Context: an optimization exercise on an open-source flow, tuned for small area, a short achievable clock period and few clock cycles per item. The choices shown serve that exercise and are no tape-out recipe. Where RTL was checked, it was by simulation tests only, not by an equivalence proof against the original. Power and IR drop assume default switching activity.

Setup of run A:
// block_peak_normaliser
module block_peak_normaliser #(
    parameter int BLOCK_DEPTH = bpn_pkg::DEFAULT_BLOCK_DEPTH
) (
    input  wire logic                          i_clk,
    input  wire logic                          i_rst_n,
    input  wire logic                          i_in_valid,
    output logic                               o_in_ready,
    input  wire logic [bpn_pkg::SAMPLE_W-1:0]  i_in_sample,
    input  wire logic                          i_in_end_of_block,
    output logic                               o_out_valid,
    input  wire logic                          i_out_ready,
    output logic [bpn_pkg::SAMPLE_W-1:0]       o_out_norm_value,
    output logic                               o_out_last,
    output logic                               o_out_silent_block
);
Size in the first run: about 2,200 flip-flops.
clock: 10.0 ns
lec_check: 0
cap_margin: 20
core_margin: 2
core_utilization: 40
cts_cluster_diameter: 100
cts_cluster_size: 28
slew_margin: 20
standard.sh (not shown) runs the stock make flow with config.mk's settings and CLKGATE_MAP_FILE= SYNTH_SCRIPT=/design/flow/synth_recipe.tcl, a recipe that flattens the netlist after the stock synthesis.
==> flow/flow/run.sh <==
#!/bin/bash
set -euo pipefail
bash standard.sh SETUP_SLACK_MARGIN=6.8 finish > flow_make.log 2>&1
Run A finished end to end and its layout was clean on timing, DRC and antenna.
Testbench counts of run A, summed over its fixed seeds: cycles 4,152, items 3,504.
#### Input delta (run B over run A)
==> flow/flow/run.sh <==
#!/bin/bash
set -euo pipefail
bash standard.sh SETUP_SLACK_MARGIN=6.6 finish > flow_make.log 2>&1
Results
- Run B was carried through to the last stage, and its layout satisfied the timing, DRC and antenna checks.
- The post-route core utilization was comparable across run B and run A.
- Between run B and run A, the number of register bits inferred by synthesis does not differ in any meaningful way.
- Top achievable clock speed: run B > run A
- From run A to run B the numbers moved as follows: number of nets in the final layout stayed essentially flat; power of the clock network about even; proportion of cell area occupied by registers went up by 0.17 points.


block_peak_normaliser, a different RTL version from the one above (not shown whole).
Size in the first run: about 5000 cells after synthesis.
Settings: LEC_CHECK=0, ABC_CLOCK_PERIOD_IN_PS=3000, CAP_MARGIN=20, CORE_MARGIN=2, CORE_UTILIZATION=60, SLEW_MARGIN=20; clock period 10.0 ns.
run.sh (not shown) runs the stock make flow with config.mk's settings and CLKGATE_MAP_FILE= SYNTH_SCRIPT=/design/flow/synth_recipe.tcl, a recipe that flattens the netlist after the stock synthesis.
Stock flow here: none of the scripts above is used.
The starting point finished with timing, DRC and antenna clean.
Then changed:
- ABC_CLOCK_PERIOD_IN_PS: 3000 -> not set
- CORE_UTILIZATION: 60 -> 40
The changed run finished with timing, DRC and antenna clean.
Sequential power stays flat.
Total power is higher by 1.6%.
Final cell count rose by 12%.
Count of clock-buffer cells in the layout rose by 23.
Clock skew grows by 0.058 ns.
Wire length is lower by 2.2%.
Global-route usage drops by 6.5 points.
Worst setup slack improves by 0.021 ns.
Die area grows by 49%.
Area after synthesis does not change.
No functional check of the RTL was part of any run of this note.


Another version of the RTL of block_peak_normaliser (not shown whole).
For scale: roughly 2200 flip-flops, ~41 I/O pins, about 62000 um^2 of cells after synthesis.
Settings: LEC_CHECK=0, CAP_MARGIN=20, CORE_MARGIN=2, CORE_UTILIZATION=40, CTS_CLUSTER_DIAMETER=100, CTS_CLUSTER_SIZE=28, SLEW_MARGIN=20; clock period 10.0 ns.
standard.sh (not shown) runs the stock make flow with config.mk's settings and CLKGATE_MAP_FILE= SYNTH_SCRIPT=/design/flow/synth_recipe.tcl, a recipe that flattens the netlist after the stock synthesis.
==> flow/flow/run.sh <==
#!/bin/bash
set -euo pipefail
bash standard.sh SETUP_SLACK_MARGIN=6.6 place > flow_make_place.log 2>&1
openroad -no_init -exit flow/swap_ports.tcl > swap_ports.log 2>&1
bash standard.sh SETUP_SLACK_MARGIN=6.6 finish > flow_make.log 2>&1
==> flow/flow/swap_ports.tcl <==
# Swap the port buffers that buffer_ports placed (a slow delay-style buffer
# on sky130hd) for plain buf_4 cells, which are narrower, at the same spot.
set res orfs/results/sky130hd/block_peak_normaliser/base
read_db $res/3_place.odb
set db [ord::get_db]
set block [ord::get_db_block]
set m [$db findMaster sky130_fd_sc_hd__buf_4]
set n 0
foreach i [$block getInsts] {
  set name [$i getName]
  if {[regexp {^(input|output)[0-9]+$} $name]} {
    set old [[$i getMaster] getName]
    if {[string match "*clkdlybuf*" $old] || [string match "*dlygate*" $old]} {
      $i swapMaster $m
      incr n
      puts "swapped $name $old"
    }
  }
}
puts "swapped $n port buffers"
write_db $res/3_place.odb
Testbench counts at the start, summed over its fixed seeds: cycles 4,152, items 3,504.
Edit:
- ABC_AREA: default -> 1
What happened: Clock skew increases by 0.021 ns. Via count is higher by 5.6%. Setup slack barely changes. Die area is about the same. Global-route usage is higher by 0.57 points. Wire length is higher by 5.2%. Maximum frequency barely changes. Clock power is higher by about 1%. Count of clock-buffer cells in the layout does not change. Total power is lower by 0.75%. Final area is about the same.

static timing again, ports no longer ideal:
No port has a modelled driver above. Below, the same layouts with a new extraction and two added sets of constraints. Step 1 (the two cells are an assumption about what drives the block):
set clk [get_ports {i_clk}]
set_driving_cell -lib_cell sky130_fd_sc_hd__clkbuf_16 $clk
set_driving_cell -lib_cell sky130_fd_sc_hd__buf_2 [delete_from_list [all_inputs] $clk]
Step 2 adds t to the input delays and takes it off the output delays; t is the mean of the earliest and latest rising clock arrival at the registers after step 1. Input paths then give back, and output paths get back, about the clock's delay inside the block. Three values: ideal, step 1, step 2; two values: the first two.
run | shift t [ns] | setup WS [ns] | worst data-port slew with drivers (ns)
run A | 0.791 | 6.649 / 6.623 / 5.894 | 0.14
run B | 0.784 | 6.677 / 6.618 / 5.931 | 0.07
the first run of note 2 | 0.835 | 5.779 / 5.779 / 5.198 | 0.05
the second run of note 2 | 0.861 | 5.800 / 5.841 / 4.990 | 0.04
the first run of note 3 | 0.796 | 6.681 / 6.608 / 6.075 | 0.24
the second run of note 3 | 0.807 | 6.680 / 6.605 / 6.068 | 0.09
After both steps setup and hold are still met in every run listed. The setup slack of the second run of note 2, which loses most, moves by +0.041 ns with the drivers and by -0.810 ns with both steps.
